Source: an optimization exercise on an open RTL-to-GDS flow (aim: small area, a short achievable clock period and few clock cycles). Production flows keep margins and buffers that such runs may drop. RTL that was checked went through simulation tests only; none was proved equivalent to the original. For runs 2 and 3, only the layout was checked, not whether the RTL still works. No activity file was given, so power comes from the tool's default toggle rates.

==> flow/flow/run.sh <==
#!/bin/bash
# Standard ORFS layout, with the port buffers made from the smallest plain buffer.
set -euo pipefail
export BUFFER_PORTS_ARGS="-buffer_cell sky130_fd_sc_hd__buf_1"
bash standard.sh > standard_flow.log 2>&1
==> flow/constraint.sdc <==
create_clock -name core_clock -period 9.0 [get_ports {clk}]
set_input_delay 1.8000 -clock core_clock [delete_from_list [all_inputs] [get_ports {clk}]]
set_output_delay 1.8000 -clock core_clock [all_outputs]
set_load 0.01 [all_outputs]
==> flow/config.mk <==
export PLATFORM = sky130hd
export DESIGN_NAME = exu_top
export DESIGN_NICKNAME = exu_top
export VERILOG_FILES = /design/flow/design.v
export SDC_FILE = /design/flow/constraint.sdc
export NUM_CORES = 4
export LEC_CHECK = 0
export ABC_AREA = 1
export CAP_MARGIN = 20
export CORE_MARGIN = 2
export CORE_UTILIZATION = 40
export SETUP_SLACK_MARGIN = 4.5
export SLEW_MARGIN = 20
export TNS_END_PERCENT = 0
==> flow/design.v <==
`default_nettype none
package isa_pkg;
    localparam int xlen = 32;
    localparam int reg_idx_w = 5;
    localparam int instr_bytes = 4;
    localparam int shamt_w = 5;
endpackage
`default_nettype wire
`default_nettype none
package exu_pkg;
    localparam int dec_op_w = 4;
    typedef enum logic [0:0] {
        unit_rglr = 1'b0,
        unit_brch = 1'b1
    } exu_unit_e;
    typedef enum logic [dec_op_w-1:0] {
        rop_add   = 4'd0,
        rop_sub   = 4'd1,
        rop_and   = 4'd2,
        rop_or    = 4'd3,
        rop_xor   = 4'd4,
        rop_sll   = 4'd5,
        rop_srl   = 4'd6,
        rop_sra   = 4'd7,
        rop_slt   = 4'd8,
        rop_sltu  = 4'd9,
        rop_lui   = 4'd10,
        rop_auipc = 4'd11
    } rglr_op_e;
    typedef enum logic [2:0] {
        bop_beq  = 3'd0,
        bop_bne  = 3'd1,
        bop_blt  = 3'd2,
        bop_bge  = 3'd3,
        bop_bltu = 3'd4,
        bop_bgeu = 3'd5,
        bop_jal  = 3'd6,
        bop_jalr = 3'd7
    } brch_op_e;
    typedef enum logic [3:0] {
        alu_add   = 4'd0,
        alu_sub   = 4'd1,
        alu_and   = 4'd2,
        alu_or    = 4'd3,
        alu_xor   = 4'd4,
        alu_sll   = 4'd5,
        alu_srl   = 4'd6,
        alu_sra   = 4'd7,
        alu_slt   = 4'd8,
        alu_sltu  = 4'd9,
        alu_pass2 = 4'd10
    } alu_op_e;
endpackage
`default_nettype wire
`timescale 1ns/1ps
`default_nettype none
import isa_pkg::*;
import exu_pkg::*;
module exu_top
(
    input  wire logic                 clk,
    input  wire logic                 reset,
    input  wire logic                 dec_op_vld,
    output logic                      dec_op_rdy,
    input  wire logic                 dec_unit,
    input  wire logic [dec_op_w-1:0]  dec_op,
    input  wire logic                 dec_use_imm,
    input  wire logic [reg_idx_w-1:0] dec_rd_idx,
    input  wire logic [xlen-1:0]      dec_pc,
    input  wire logic [xlen-1:0]      dec_imm,
    input  wire logic [xlen-1:0]      rs1_rdata,
    input  wire logic [xlen-1:0]      rs2_rdata,
    output logic                      gpr_wbck_vld,
    input  wire logic                 gpr_wbck_rdy,
    output logic [reg_idx_w-1:0]      gpr_wbck_idx,
    output logic [xlen-1:0]           gpr_wbck_wdata,
    output logic                      pipe_flush_req,
    input  wire logic                 pipe_flush_ack,
    output logic [xlen-1:0]           pipe_flush_pc_op1,
    output logic [xlen-1:0]           pipe_flush_pc_op2
);
    logic            w_free;
    logic            f_free;
    logic            accept;
    logic            is_brch;
    logic            is_jump;
    logic            is_lui;
    logic            is_auipc;
    logic            sel_imm;
    logic            use_pc;
    logic            do_sub;
    logic [xlen-1:0] a;
    logic [xlen-1:0] y;
    logic [xlen-1:0] opa;
    logic [xlen-1:0] opb;
    logic [xlen-1:0] sum;
    logic [xlen-1:0] shf_in;
    logic [xlen-1:0] shf_out;
    logic [xlen-1:0] shf_res;
    logic            shf_fill;
    logic [shamt_w-1:0] shamt;
    logic            shf_left;
    logic            lt_s;
    logic            lt_u;
    logic            lt;
    logic            eq;
    logic            taken;
    logic            needs_w;
    logic            use_a;
    logic            a_pos;
    logic            a_neg;
    logic            y_imm;
    logic            y_rs2;
    logic            sel_and;
    logic            sel_or;
    logic            sel_xor;
    logic            sel_sll;
    logic            sel_shr;
    logic            sel_slt;
    logic            sel_ltu;
    logic            sel_sum;
    logic [xlen-1:0] gen;
    logic [xlen-1:0] prp;
    logic [xlen-1:0] cry;
    logic [xlen-1:0] other;
    logic [xlen-1:0] res_c0;
    logic [xlen-1:0] res_c1;
    logic [xlen-1:0] res;
    assign w_free = !gpr_wbck_vld || gpr_wbck_rdy;
    assign f_free = !pipe_flush_req || pipe_flush_ack;
    assign dec_op_rdy = w_free && f_free;
    assign accept     = dec_op_vld && dec_op_rdy;
    assign is_brch  = (dec_unit == unit_brch);
    assign is_jump  = is_brch && (dec_op[2:1] == 2'b11);
    assign is_lui   = !is_brch && (dec_op == rop_lui);
    assign is_auipc = !is_brch && (dec_op == rop_auipc);
    assign needs_w  = !is_brch || is_jump;
    assign sel_imm = !is_brch && (dec_use_imm || is_lui || is_auipc);
    assign a       = rs1_rdata;
    assign y_imm   = sel_imm && !is_jump;
    assign y_rs2   = !sel_imm && !is_jump;
    always_comb begin
        y = ({xlen{y_imm}} & dec_imm) | ({xlen{y_rs2}} & rs2_rdata);
        y[2] = y[2] | is_jump;
    end
    assign use_pc = is_auipc || is_jump;
    assign use_a  = !use_pc && !is_lui;
    assign do_sub = is_brch ? !is_jump : (dec_op == rop_sub || dec_op == rop_slt || dec_op == rop_sltu);
    assign a_pos  = use_a && !do_sub;
    assign a_neg  = use_a && do_sub;
    assign opa    = ({xlen{a_pos}} & a) | ({xlen{a_neg}} & ~a) | ({xlen{use_pc}} & dec_pc);
    assign opb    = y;
    always_comb begin
        logic [xlen-1:0] gg, pp;
        gen = opa & opb;
        prp = opa ^ opb;
        gg  = gen;
        pp  = prp;
        for (int l = 0; l < 5; l++) begin
            for (int i = 0; i < xlen; i++) begin
                if (((i >> l) & 1) == 1) begin
                    gg[i] = gg[i] | (pp[i] & gg[((i >> l) << l) - 1]);
                    pp[i] = pp[i] & pp[((i >> l) << l) - 1];
                end
            end
        end
        cry = {gg[xlen-2:0], 1'b0};
    end
    assign sum = prp ^ cry ^ {xlen{do_sub}};
    assign lt_s = (a[xlen-1] != y[xlen-1]) ? a[xlen-1] : sum[xlen-1];
    assign lt_u = (a[xlen-1] != y[xlen-1]) ? y[xlen-1] : sum[xlen-1];
    assign eq      = (prp == '1);
    always_comb begin
        case (dec_op[2:1])
            2'b00:   lt = eq;
            2'b01:   lt = lt_s;
            2'b10:   lt = lt_u;
            default: lt = 1'b0;
        endcase
        taken = is_jump || (lt ^ dec_op[0]);
    end
    assign shf_left = !dec_op[1];
    assign shf_fill = dec_op[1] && dec_op[0] && a[xlen-1];
    always_comb begin
        for (int i = 0; i < xlen; i++) shf_in[i] = shf_left ? a[xlen-1-i] : a[i];
    end
    assign shamt   = dec_use_imm ? dec_imm[shamt_w-1:0] : rs2_rdata[shamt_w-1:0];
    assign shf_out = $signed({shf_fill, shf_in}) >>> shamt;
    always_comb begin
        for (int i = 0; i < xlen; i++) shf_res[i] = shf_out[xlen-1-i];
    end
    assign sel_and = !is_brch && (dec_op == rop_and);
    assign sel_or  = !is_brch && (dec_op == rop_or);
    assign sel_xor = !is_brch && (dec_op == rop_xor);
    assign sel_sll = !is_brch && (dec_op == rop_sll);
    assign sel_shr = !is_brch && (dec_op == rop_srl || dec_op == rop_sra);
    assign sel_slt = !is_brch && (dec_op == rop_slt);
    assign sel_ltu = !is_brch && (dec_op == rop_sltu);
    assign sel_sum = !(sel_and || sel_or || sel_xor || sel_sll || sel_shr || sel_slt || sel_ltu);
    assign other = ({xlen{sel_and || sel_or}}  & gen)
                 | ({xlen{sel_or || sel_xor}}  & prp)
                 | ({xlen{sel_sll}} & shf_res)
                 | ({xlen{sel_shr}} & shf_out)
                 | xlen'((sel_slt && lt_s) || (sel_ltu && lt_u));
    assign res_c0 = sel_sum ? (prp ^ {xlen{do_sub}}) : other;
    assign res_c1 = sel_sum ? ~(prp ^ {xlen{do_sub}}) : other;
    always_comb begin
        for (int i = 0; i < xlen; i++) res[i] = cry[i] ? res_c1[i] : res_c0[i];
    end
    always_ff @(posedge clk) begin
        if (reset) begin
            gpr_wbck_vld <= 1'b0;
        end else if (w_free) begin
            gpr_wbck_vld <= accept && needs_w;
        end
    end
    always_ff @(posedge clk) begin
        if (w_free) begin
            gpr_wbck_idx   <= dec_rd_idx;
            gpr_wbck_wdata <= res;
        end
    end
    always_ff @(posedge clk) begin
        if (reset) begin
            pipe_flush_req <= 1'b0;
        end else if (f_free) begin
            pipe_flush_req <= accept && is_brch && taken;
        end
    end
    always_ff @(posedge clk) begin
        if (f_free) begin
            pipe_flush_pc_op1 <= (dec_op[0] && is_jump) ? a : dec_pc;
            pipe_flush_pc_op2 <= dec_imm;
        end
    end
endmodule
`default_nettype wire
==> flow/standard.sh <==
#!/bin/bash
# synth_recipe.tcl (not shown) runs the flow's synth.tcl, then flattens the netlist and writes it again
# the make line also repeats each setting of config.mk as NAME=value (left out here)
make -C /OpenROAD-flow-scripts/flow DESIGN_CONFIG=/design/flow/config.mk WORK_HOME=/design/flow/orfs CLKGATE_MAP_FILE= SYNTH_SCRIPT=/design/flow/synth_recipe.tcl "${@:-finish}"
==> results of run 1 <==
-- cells in the final DEF (no fill, tap or decap), drive strengths merged, types with 12 or more instances in the layout --
master  Yosys  final
xor2       29     29
nand2     317    321
o211ai     45     45
buf        38    320
ha         32     32
a21oi      47     47
inv       135    137
a221oi     12     12
nand4      18     18
xnor2      19     19
edfxtp    101    101
a22oi      31     31
nor2       35     36
nand3     166    167
or2        13     13
o21ai     187    187
-- metrics by stage --
| step | utilization | setup slack (ns) | std cells | power, W | cell area (sq um) |
|---|---|---|---|---|---|
| 5_1_grt | 0.504 | 4.07 | 1898 | 0.00210 | 11800 |
| 4_1_cts | 0.494 | 4.29 | 1884 | 0.00195 | 11500 |
| 2_1_floorplan | - | 4.25 | 1317 | 0.00119 | 9510 |
| 3_5_place_dp | 0.451 | 2.36 | 1813 | 0.00146 | 10500 |
| 3_3_place_gp | 0.451 | 2.51 | 1813 | 0.00145 | 10500 |
| 6_report | 0.504 | 4.20 | 1898 | 0.00199 | 11800 |
-- power groups by stage --
stage               registers, W  clock network [W]  logic (W)
floorplan               0.000704                  0   0.000484
global placement        0.000662                  0   0.000792
detailed placement      0.000664                  0   0.000792
CTS                     0.000654           0.000444   0.000854
global route            0.000660           0.000457   0.000982
finish                  0.000652           0.000436   0.000905
-- registers in the layout (all words and copies together) (netlist names) --
register	count
pipe_flush_pc_op2	32
gpr_wbck_vld	1
gpr_wbck_wdata	32
pipe_flush_req	1
gpr_wbck_idx	5
pipe_flush_pc_op1	32
-- cell families after synthesis --
logic type               share of synthesized area
AND/OR/NAND/NOR                              0.258
AO/OA/AOI/OAI                                0.215
buffers and inverters                       0.0985
flip-flops                                   0.326
XOR/XNOR                                    0.0446
adder cells (fa/ha/maj)                     0.0425
multiplexers                                0.0157
-- cell type report --
type | count | area, sq um
Clock buffer | 9 | 225
Clock inverter | 7 | 90.1
Fill cell | 2366 | 11600
Inverter | 136 | 538
Multi-Input combinational cell | 999 | 5850
Sequential cell | 103 | 3070
Tap cell | 319 | 399
Timing Repair Buffer | 321 | 1560
Timing Repair inverter | 4 | 26.3
-- metal layers --
layer / routed length, microns / share of wire
met1: 16700 / 0.41
met2: 18600 / 0.46
met3: 3570 / 0.088
met4: 1920 / 0.047
met5: 0 / 0
-- final timing paths --
kind	startpoint	to	slack, ns	cells after the start
worst min register to register	pipe_flush_req$_SDFFE_PP0N_	pipe_flush_req$_SDFFE_PP0N_	1.02	2
worst min-delay path	pipe_flush_req$_SDFFE_PP0N_	pipe_flush_req$_SDFFE_PP0N_	1.02	2
worst max-delay path	dec_op[3]	gpr_wbck_wdata[28]$_DFFE_PP_	4.20	23
worst max register to register	gpr_wbck_vld$_SDFFE_PP0P_	pipe_flush_req$_SDFFE_PP0N_	7.39	10
-- worst max-delay path, cell delays in order --
cell      delay, ns
buf_8          0.11
inv_6          0.06
nor2_4         0.04
inv_2          0.07
nor2_4         0.05
a21boi_4       0.20
inv_8          0.04
a31oi_4        0.24
nand2_8        0.12
buf_6          0.15
o211ai_1       0.23
ha_1           0.33
a21oi_1        0.20
nand2_2        0.12
a21oi_2        0.18
nand2_4        0.12
a21oi_4        0.25
o21bai_4       0.12
xnor2_2        0.15
a21oi_1        0.12
o21ai_1        0.09
nand2_1        0.09
inv_1          0.04
-- repair_timing --
item                                    CTS  global route
gates cloned                              9             1
pin swaps                                30            36
buffers inserted                         46            13
gates resized for setup                  71            36
endpoints found under the setup margin   34            34
==> impl_metrics.toml, run 1 <==
[status]
status = "timing/DRC/antenna clean"

[yosys]
yosysWarnings = 1
syn_avg_cell_area_sq_um = 7.16
synth_top_area_frac = 0.322
ys.flop_type = "edfxtp_1"
ys_top_cells_by_count = "nand2_1, nand3_1, o21ai_0, inv_1, edfxtp_1"
synth_cell_types = 51
synth_edf_count = 101
ys_seq_elements = 103
synth.top_cells.by_area = "edfxtp_1, nand2_1, nand3_1"
syn_area_sq_um = 9430
syn_inst = 1317
syn_nets = 1493
synth_largest_area_cell = "edfxtp_1"
synth.most_common_cell = "nand2_1"
yosysSeqAreaShare = 0.326
synth-async-reset-ratio = 0

[timing]
clock_skew_ns = 0.0136
fin_crit_ns = 4.80
whs_ns = 1.02
setup_violations = 0
relSlewSlack = 0.322
period_share = 0.533
drv_slew = 0
finalHoldViolations = 0
max_freq_ghz = 0.208
rsz0062_at_grt = "yes"
tns_ns = 0
worstMarginPinSlew_ns = 1.01

[run]
maxCapViolCount = 0

[pwr]
powerDensity_nw_per_um2 = 169
p_int_w = 0.00117
ir_worst_vdd_mv = 0.0849
clkPwrFrac = 0.219
pwr-share-seq = 0.327
switching_share = 0.415
combPwrFrac = 0.454
power_leakage_nw = 4.89
p_sw_w = 0.000828

[cts]
clk_latency_ns = 0.37
root_buffer = "clkbuf_16"
cts_htree_levels = 3
cts_sinks = 103
cts_buffer_depth = 2
cts_buffers = 9
cts.clk_slew.worst_paths_ns = 0.09
cts_tree = "done"
cts_hold_buf = 0

[setup_path]
crit_required_ns = 9.12
cp.arrival_ns = 4.92
critPathKind = "in2reg"
crit_path_end_kind = "register"
worstPathMaxFanout = 8
start_kind = "primary input"

[global_route]
grt-busiest-layer = "met2"
grtUsageTotal = 0.323
overflow = 0
grt_util_met1 = 0.424
antenna_found_initial = 0
gr-usage-met3 = 0.0540
grt_pass1_vias = 10000
grtUsageMet2 = 0.530
grt_pass1_wl_microns = 59500
grt_max_degree = 67

[die]
io-pin-count = 248
die_x_microns = 158
initial_core_util = 0.404
die_y_microns = 158
rows = 56
die_area_sq_um = 24800
coreArea_sq_um = 23300

[finish]
synthToLayoutAreaGrowth_pct = 24.8
layout-drive-gt1-share = 0.125
antenna_cells = 0
nNetsFinal = 1750

[route]
ant_nets = 0
drcViolationCount = 0
drtIter0Drc = 1316
wl_microns = 40800
vias = 10700
viasPerCell = 5.66
dr.pass1.iters = 8
wl_per_cell_microns = 21.5

[hold_path]
hold_path_class = "reg2reg"

[placed_design]
hpwl_microns = 30300
place_congestion = 0.952
io_buffers = 247
Testbench counts, summed over its fixed seeds: cycles 18,693.
==> inputs of run 2 (changes only) <==
--- a/flow/design.v
+++ b/flow/design.v
@@ -93,7 +93,7 @@
     logic [xlen-1:0] y;
     logic [xlen-1:0] opa;
     logic [xlen-1:0] opb;
-    logic [xlen-1:0] sum;
+    logic [xlen-1:0] xor_res;
     logic [xlen-1:0] shf_in;
     logic [xlen-1:0] shf_out;
     logic [xlen-1:0] shf_res;
@@ -106,7 +106,9 @@
     logic            eq;
     logic            taken;
     logic            needs_w;
-    logic            use_a;
+    logic            inv_a;
+    logic            keep_a;
+    logic            dif_n;
     logic            a_pos;
     logic            a_neg;
     logic            y_imm;
@@ -128,7 +130,7 @@
     logic [xlen-1:0] res;
     assign w_free = !gpr_wbck_vld || gpr_wbck_rdy;
     assign f_free = !pipe_flush_req || pipe_flush_ack;
-    assign dec_op_rdy = w_free && f_free;
+    assign dec_op_rdy = (w_free || !needs_w) && (f_free || !is_brch);
     assign accept     = dec_op_vld && dec_op_rdy;
     assign is_brch  = (dec_unit == unit_brch);
     assign is_jump  = is_brch && (dec_op[2:1] == 2'b11);
@@ -143,11 +145,12 @@
         y = ({xlen{y_imm}} & dec_imm) | ({xlen{y_rs2}} & rs2_rdata);
         y[2] = y[2] | is_jump;
     end
+    assign inv_a  = is_brch || (dec_op[3] ? !dec_op[2] : dec_op[0]);
+    assign keep_a = is_brch ? !(dec_op[2] && dec_op[1]) : !(dec_op[3] && !dec_op[2] && dec_op[1]);
     assign use_pc = is_auipc || is_jump;
-    assign use_a  = !use_pc && !is_lui;
-    assign do_sub = is_brch ? !is_jump : (dec_op == rop_sub || dec_op == rop_slt || dec_op == rop_sltu);
-    assign a_pos  = use_a && !do_sub;
-    assign a_neg  = use_a && do_sub;
+    assign do_sub = !is_brch && (dec_op == rop_sub);
+    assign a_pos  = keep_a && !inv_a;
+    assign a_neg  = keep_a && inv_a;
     assign opa    = ({xlen{a_pos}} & a) | ({xlen{a_neg}} & ~a) | ({xlen{use_pc}} & dec_pc);
     assign opb    = y;
     always_comb begin
@@ -166,10 +169,11 @@
         end
         cry = {gg[xlen-2:0], 1'b0};
     end
-    assign sum = prp ^ cry ^ {xlen{do_sub}};
-    assign lt_s = (a[xlen-1] != y[xlen-1]) ? a[xlen-1] : sum[xlen-1];
-    assign lt_u = (a[xlen-1] != y[xlen-1]) ? y[xlen-1] : sum[xlen-1];
-    assign eq      = (prp == '1);
+    assign dif_n = prp[xlen-1] ^ cry[xlen-1];
+    assign lt_s = (a[xlen-1] != y[xlen-1]) ? a[xlen-1] : !dif_n;
+    assign lt_u = (a[xlen-1] != y[xlen-1]) ? y[xlen-1] : !dif_n;
+    assign xor_res = a ^ y;
+    assign eq      = (xor_res == '0);
     always_comb begin
         case (dec_op[2:1])
             2'b00:   lt = eq;
@@ -197,8 +201,8 @@
     assign sel_slt = !is_brch && (dec_op == rop_slt);
     assign sel_ltu = !is_brch && (dec_op == rop_sltu);
     assign sel_sum = !(sel_and || sel_or || sel_xor || sel_sll || sel_shr || sel_slt || sel_ltu);
-    assign other = ({xlen{sel_and || sel_or}}  & gen)
-                 | ({xlen{sel_or || sel_xor}}  & prp)
+    assign other = ({xlen{sel_and || sel_or}}  & (a & y))
+                 | ({xlen{sel_or || sel_xor}}  & xor_res)
                  | ({xlen{sel_sll}} & shf_res)
                  | ({xlen{sel_shr}} & shf_out)
                  | xlen'((sel_slt && lt_s) || (sel_ltu && lt_u));
==> impl_metrics.toml, run 2 <==
[finish]
fill_cells = 2443
antenna_cells = 0
final_util = 0.515
most-common-layout-cells = "nand2_1, buf_1, nand3_1"
final_common_cell = "nand2_1"
layout-drive-gt1-share = 0.149
nNetsFinal = 1851
multi_input_area_sq_um = 6590
reg_top3 = "gpr_wbck_wdata (32), pipe_flush_pc_op1 (32), pipe_flush_pc_op2 (32)"
synthToLayoutAreaGrowth_pct = 26.6
regArea_sq_um = 3070

[route]
viasPerCell = 5.86
vias = 11600
wl_microns = 44400
drcViolationCount = 0
dr.pass1.iters = 6
ant_nets = 0
wl_per_cell_microns = 22.5
drtIter0Drc = 1486

[timing]
period_share = 0.517
relSlewSlack = 0.289
whs_ns = 0.736
worstMarginPinSlew_ns = 1.07
max_freq_ghz = 0.215
finalHoldViolations = 0
setup_violations = 0
rsz0062_at_grt = "yes"
drv_slew = 0
fin_crit_ns = 4.66
clock_skew_ns = 0.0154
tns_ns = 0

[hold_path]
hold_start = "gpr_wbck_vld$_SDFFE_PP0P_"
hold_path_class = "reg2reg"

[cts]
cts.clk_slew.worst_paths_ns = 0.09
clk_latency_ns = 0.37
root_buffer = "clkbuf_16"
cts_htree_levels = 3
cts_tree = "done"
cts_buffers = 9
cts_sinks = 103
cts_hold_buf = 0
cts_buffer_depth = 2

[global_route]
grtUsageTotal = 0.330
grt_pass1_vias = 10400
grt_pass1_wl_microns = 63700
overflow = 0
grt_max_degree = 65
antenna_found_initial = 0

[die]
coreArea_sq_um = 24300
die_y_microns = 161
die_area_sq_um = 26000
die_x_microns = 161
io-pin-count = 248
rows = 57
initial_core_util = 0.407

[yosys]
synth_cell_types = 52
syn_nets = 1597
synth_edf_count = 101
ys_top_cells_by_count = "nand2_1, o21ai_0, nand3_1, inv_1, edfxtp_1"
synth_largest_area_cell = "edfxtp_1"
synth_top_area_frac = 0.307
ys_seq_elements = 103
synth.most_common_cell = "nand2_1"
synth.top_cells.by_area = "edfxtp_1, nand2_1, ha_1"
syn_inst = 1390
yosysWarnings = 1
syn_area_sq_um = 9890
yosysSeqAreaShare = 0.311
syn_avg_cell_area_sq_um = 7.11
synth-async-reset-ratio = 0
ys.flop_type = "edfxtp_1"

[run]
maxCapViolCount = 0

[setup_path]
start_kind = "primary input"
path_buf_inv = 7
slowest_delay_ns = 0.30
crit_path_end_kind = "register"
cp.arrival_ns = 4.77
cp_slowest_cell = "ha_1"
cp_top_family = "simple AND/OR/NAND/NOR gates"
crit_required_ns = 9.11
critPathMostFrequentCell = "nand2_2"
rr_startpoint = "gpr_wbck_vld$_SDFFE_PP0P_"
worstPathMaxFanout = 8
critPathKind = "in2reg"
critPathLaunch = "dec_op[1]"

[status]
status = "timing/DRC/antenna clean"

[placed_design]
io_buffers = 247
hpwl_microns = 32400
place_congestion = 1.02

[pwr]
power_leakage_nw = 5.42
powerDensity_nw_per_um2 = 159
ir_worst_vdd_mv = 0.129
[run 2: cell types whose count changed after synthesis, sizes merged, moves of 5 or more]
cell | before | now
xnor2 | 19 | 13
mux2i | 8 | 3
nor4 | 1 | 10
nor2 | 35 | 40
o211ai | 45 | 9
a31oi | 1 | 8
nand2 | 317 | 430
buf | 38 | 46
a22oi | 31 | 49
inv | 135 | 111
ha | 32 | 63
mux2 | 6 | 0
clkbuf | 47 | 38
nand3 | 166 | 129
[run 2: cell type report]
class / count / share of cell area
well taps: 324 / 0.0324
multi-input cells: 1097 / 0.527
clock inverters: 7 / 0.00500
repair inverters: 3 / 0.00310
inverters: 111 / 0.0382
repair buffers: 319 / 0.131
flip-flops and latches: 103 / 0.245
clock buffers: 9 / 0.0180
[run 2: stage by stage]
stage               cell area (sq um)  worst slack [ns]  power (W)  cells
floorplan                        9900              4.26    0.00116   1390
global placement                10900              2.47    0.00143   1891
detailed placement              10900              2.33    0.00143   1891
CTS                             11900              4.42    0.00190   1943
global route                    12500              4.17    0.00209   1973
finish                          12500              4.34    0.00199   1973
[run 2: power breakdown]
part	switching, W	total [W]	internal [W]	leakage, nW
clock	0.000213	0.000408	0.000195	0.144
sequential	0.0000247	0.000643	0.000618	1.08
combinational	0.000606	0.000940	0.000335	4.20
[run 2: final timing paths]
| kind | end | slack [ns] | cells past startpoint |
|---|---|---|---|
| max | gpr_wbck_wdata[0]$_DFFE_PP_ | 4.34 | 27 |
| min | gpr_wbck_vld$_SDFFE_PP0P_ | 0.74 | 5 |
| max reg2reg | gpr_wbck_wdata[12]$_DFFE_PP_ | 7.47 | 1 |
| min reg2reg | gpr_wbck_vld$_SDFFE_PP0P_ | 0.74 | 5 |
[run 2: worst min-delay path: stages (launching register included)]
cell     delay [ns]
dfxtp_1        0.37
nand3_1        0.08
o21ai_0        0.07
inv_1          0.06
nand3_1        0.06
a21oi_1        0.06
[run 2: logic make-up (layout without fill, tap and decap cells)]
logic type / count (synthesis) / count (layout) / share of synthesized area
buffers and inverters: 195 / 449 / 0.0859
DFF: 103 / 103 / 0.311
xor gates and xnor gates: 42 / 42 / 0.0372
muxes: 3 / 3 / 0.00304
and+or+nand+nor: 649 / 654 / 0.280
AOI/OAI and AO/OA: 335 / 335 / 0.203
adders and majority gates: 63 / 63 / 0.0797
[run 2: timing repair]
item / in CTS / in global routing
pin swaps: 26 / 40
setup buffers: 26 / 29
endpoints found under the setup margin: 34 / 31
cloned: 10 / 1
gates resized for setup: 102 / 90
[run 2: metal layers]
metal | global-route usage | wire [microns]
met4 | 0.156 | 2570
met3 | 0.0455 | 4520
met1 | 0.433 | 17400
met5 | 0 | 0
met2 | 0.540 | 19900
==> inputs of run 3 (changes only) <==
--- a/flow/design.v
+++ b/flow/design.v
@@ -93,6 +93,7 @@
     logic [xlen-1:0] y;
     logic [xlen-1:0] opa;
     logic [xlen-1:0] opb;
+    logic [xlen-1:0] sum;
     logic [xlen-1:0] xor_res;
     logic [xlen-1:0] shf_in;
     logic [xlen-1:0] shf_out;
@@ -108,11 +109,8 @@
     logic            needs_w;
     logic            inv_a;
     logic            keep_a;
+    logic            is_sub;
     logic            dif_n;
-    logic            a_pos;
-    logic            a_neg;
-    logic            y_imm;
-    logic            y_rs2;
     logic            sel_and;
     logic            sel_or;
     logic            sel_xor;
@@ -136,23 +134,17 @@
     assign is_jump  = is_brch && (dec_op[2:1] == 2'b11);
     assign is_lui   = !is_brch && (dec_op == rop_lui);
     assign is_auipc = !is_brch && (dec_op == rop_auipc);
+    assign is_sub   = !is_brch && (dec_op == rop_sub);
     assign needs_w  = !is_brch || is_jump;
     assign sel_imm = !is_brch && (dec_use_imm || is_lui || is_auipc);
     assign a       = rs1_rdata;
-    assign y_imm   = sel_imm && !is_jump;
-    assign y_rs2   = !sel_imm && !is_jump;
-    always_comb begin
-        y = ({xlen{y_imm}} & dec_imm) | ({xlen{y_rs2}} & rs2_rdata);
-        y[2] = y[2] | is_jump;
-    end
+    assign y       = sel_imm ? dec_imm : rs2_rdata;
     assign inv_a  = is_brch || (dec_op[3] ? !dec_op[2] : dec_op[0]);
     assign keep_a = is_brch ? !(dec_op[2] && dec_op[1]) : !(dec_op[3] && !dec_op[2] && dec_op[1]);
     assign use_pc = is_auipc || is_jump;
-    assign do_sub = !is_brch && (dec_op == rop_sub);
-    assign a_pos  = keep_a && !inv_a;
-    assign a_neg  = keep_a && inv_a;
-    assign opa    = ({xlen{a_pos}} & a) | ({xlen{a_neg}} & ~a) | ({xlen{use_pc}} & dec_pc);
-    assign opb    = y;
+    assign do_sub = is_sub;
+    assign opa    = ({xlen{keep_a}} & (a ^ {xlen{inv_a}})) | ({xlen{use_pc}} & dec_pc);
+    assign opb    = is_jump ? xlen'(instr_bytes) : y;
     always_comb begin
         logic [xlen-1:0] gg, pp;
         gen = opa & opb;
@@ -169,6 +161,7 @@
         end
         cry = {gg[xlen-2:0], 1'b0};
     end
+    assign sum = prp ^ cry ^ {xlen{do_sub}};
     assign dif_n = prp[xlen-1] ^ cry[xlen-1];
     assign lt_s = (a[xlen-1] != y[xlen-1]) ? a[xlen-1] : !dif_n;
     assign lt_u = (a[xlen-1] != y[xlen-1]) ? y[xlen-1] : !dif_n;
==> impl_metrics.toml, run 3 <==
[status]
status = "timing/DRC/antenna clean"

[route]
wl_microns = 45700
wl_per_cell_microns = 21.8
wl_met1_microns = 17100
drtIter0Drc = 1336
met2_length_microns = 21600
vias = 12000
viasPerCell = 5.75
highest_layer = "met5"
dr_wl_met3_microns = 4480
dr.pass1.iters = 8
drcViolationCount = 0
ant_nets = 0

[timing]
fin_crit_ns = 4.52
worstMarginPinSlew_ns = 1.03
setup_ws_ns = 4.48
max_freq_ghz = 0.221
clock_skew_ns = 0.0141
tns_ns = 0
rsz0062_at_grt = "yes"
setup_violations = 0
period_share = 0.502
drv_slew = 0
finalHoldViolations = 0
relSlewSlack = 0.308

[die]
rows = 59
io-pin-count = 248
coreArea_sq_um = 25800
die_x_microns = 165
die_y_microns = 165
initial_core_util = 0.404
die_area_sq_um = 27300

[global_route]
grt_pass1_wl_microns = 64100
grt_max_degree = 65
overflow = 0
antenna_found_initial = 1
grtUsageTotal = 0.322
grt_pass1_vias = 11000

[pwr]
combPwrFrac = 0.468
p_sw_w = 0.000852
powerDensity_nw_per_um2 = 155
power_leakage_nw = 5.73
pwr-share-seq = 0.316
p_int_w = 0.00118
ir_worst_vdd_mv = 0.106
power.total_w = 0.00203
switching_share = 0.420
clkPwrFrac = 0.215

[finish]
layout-drive-gt1-share = 0.138
synthToLayoutAreaGrowth_pct = 26.1
final_cell_area_sq_um = 13100
layoutNonFillerInstCount = 2094
antenna_cells = 0
most-common-layout-cells = "nand2_1, buf_1, inv_1"
reg_top3 = "gpr_wbck_wdata (32), pipe_flush_pc_op1 (32), pipe_flush_pc_op2 (32)"
nNetsFinal = 1961
final_common_cell = "nand2_1"

[yosys]
synth.top_cells.by_area = "edfxtp_1, nand2_1, ha_1"
ys.flop_type = "edfxtp_1"
synth.most_common_cell = "nand2_1"
syn_avg_cell_area_sq_um = 6.89
ys_seq_elements = 103
yosysSeqAreaShare = 0.296
synth_largest_area_cell = "edfxtp_1"
synth-async-reset-ratio = 0
synth_top_area_frac = 0.292
syn_inst = 1510
yosysWarnings = 1
syn_nets = 1717
synth_edf_count = 101
syn_area_sq_um = 10400
ys_top_cells_by_count = "nand2_1, inv_1, nand3_1, o21ai_0, nor2_1"
synth_cell_types = 46

[setup_path]
critPathKind = "in2reg"
crit_path_end_kind = "register"
rr_startpoint = "pipe_flush_req$_SDFFE_PP0P_"
worstPathMaxFanout = 7
cp.arrival_ns = 4.64
critPathLaunch = "dec_op[2]"
crit_required_ns = 9.13
start_kind = "primary input"

[cts]
cts_tree = "done"
root_buffer = "clkbuf_16"
cts_buffers = 9
cts.clk_slew.worst_paths_ns = 0.09
clk_latency_ns = 0.37
cts_buffer_depth = 2
cts_htree_levels = 3
cts_sinks = 103

[hold_path]
hold_start = "gpr_wbck_vld$_SDFFE_PP0P_"
hold_path_class = "reg2reg"

[placed_design]
pre_cts_ws_ns = 2.66
post-place-cells = 2016
io_buffers = 247
place_congestion = 1.00
hpwl_microns = 33100
postPlaceCellArea_sq_um = 11400

[run]
maxCapViolCount = 0
-- run 3: changes by cell type after synthesis, moves of 22 or more --
cell,delta
a22oi_1,-30
nand2_1,-78
nand3_1,+28
nor2_1,+67
o211ai_1,+22
o21ai_1,+48
inv_1,+64
-- run 3: path summary, 6_finish.rpt --
check	to	slack, ns	depth (start not counted)
min	gpr_wbck_vld$_SDFFE_PP0P_	0.86	6
max reg2reg	pipe_flush_req$_SDFFE_PP0P_	7.45	8
min reg2reg	gpr_wbck_vld$_SDFFE_PP0P_	0.86	6
max	gpr_wbck_wdata[24]$_DFFE_PP_	4.48	23
-- run 3: through the flow --
stage               utilization  hold WS (ns)
floorplan                     -         0.759
finish                    0.509         0.860
detailed placement        0.442         0.732
global route              0.509         0.927
global placement          0.442         0.716
CTS                       0.483         0.852
-- run 3: layout make-up --
type                       instances  area [sq um]
sequential                       103          3070
timing repair buffer             314          1770
clock inverter                     7          88.8
clock buffer                       9           225
timing repair inverter             3          22.5
fill                            2618         12700
inverter                         178           716
tap                              335           419
multi-input combinational       1145          6800
-- run 3: what timing repair did --
item / 4_1_cts / 5_1_grt
endpoints found under the setup margin: 34 / 27
hold buffers: 0 / 0
pin swaps: 12 / 50
gates cloned: 10 / 3
buffers inserted: 24 / 25
resized for setup: 112 / 118
-- run 3: power groups by stage --
stage                     clock [W]  sequential, W  combinational, W
after floorplan                   0       0.000690          0.000492
after global placement            0       0.000654          0.000793
after detailed placement          0       0.000655          0.000794
after CTS                  0.000448       0.000644          0.000861
after global routing       0.000462       0.000650           0.00104
final                      0.000437       0.000642          0.000951
-- run 3: kinds of logic (layout without fill, tap and decap cells) --
family | after synthesis | count (layout) | synth area share
buffers and inverters | 267 | 511 | 0.110
XOR/XNOR | 39 | 39 | 0.0329
AO/OA/AOI/OAI | 368 | 368 | 0.205
flip-flops | 103 | 103 | 0.296
adder cells (fa/ha/maj) | 63 | 63 | 0.0758
AND/OR/NAND/NOR | 666 | 671 | 0.275
multiplexers | 4 | 4 | 0.00505
-- run 3: routing by layer --
layer | vias up | GRT usage
met5 | - | 0
met3 | 149 | 0.0609
met2 | 655 | 0.546
li1 | 5651 | -
met4 | 2 | 0.156
met1 | 5576 | 0.391
-- run 3: critical path, stage by stage --
cell and delay, ns:
buf_12 0.12, clkinv_8 0.06, nand3_4 0.10, nand2_8 0.11, nand2_8 0.13, buf_12 0.19
o21ai_4 0.20, inv_1 0.06, nor2_1 0.12, ha_1 0.29, nand2_1 0.09, nand2_2 0.07
a21oi_2 0.19, nand2_4 0.10, nand2_4 0.10, nand2_8 0.07, a21oi_4 0.18, inv_2 0.06
or2_1 0.24, nand3_1 0.07, nand2_1 0.06, o21ai_1 0.15, inv_1 0.05

[what the ideal ports hide]
No port has a modelled driver above. Below, the same layouts with a new extraction and two added sets of constraints.
Step 1: set_driving_cell puts a clkbuf_16 on clk and a buf_2 on each other input, an assumption about the parent block.
Step 2 also shifts input and output timing later by t, the mid clock arrival at the registers, as if the neighbouring blocks saw the same clock.
a / b / c = no drivers / after step 1 / after step 2; a / b = the first two.
run	shift t [ns]	setup slack, ns	latest minus earliest clock arrival (ns)	worst register clock-pin slew, ns
run 1	0.414	4.201 / 4.163 / 3.749	0.019 / 0.019	0.09 / 0.09
run 2	0.412	4.343 / 4.319 / 3.906	0.021 / 0.021	0.09 / 0.09
run 3	0.418	4.485 / 4.485 / 4.069	0.017 / 0.016	0.09 / 0.09
After both steps every run listed still meets setup and hold. The setup slack of run 1, which loses most, moves by -0.038 ns with the drivers and by -0.452 ns with both steps.
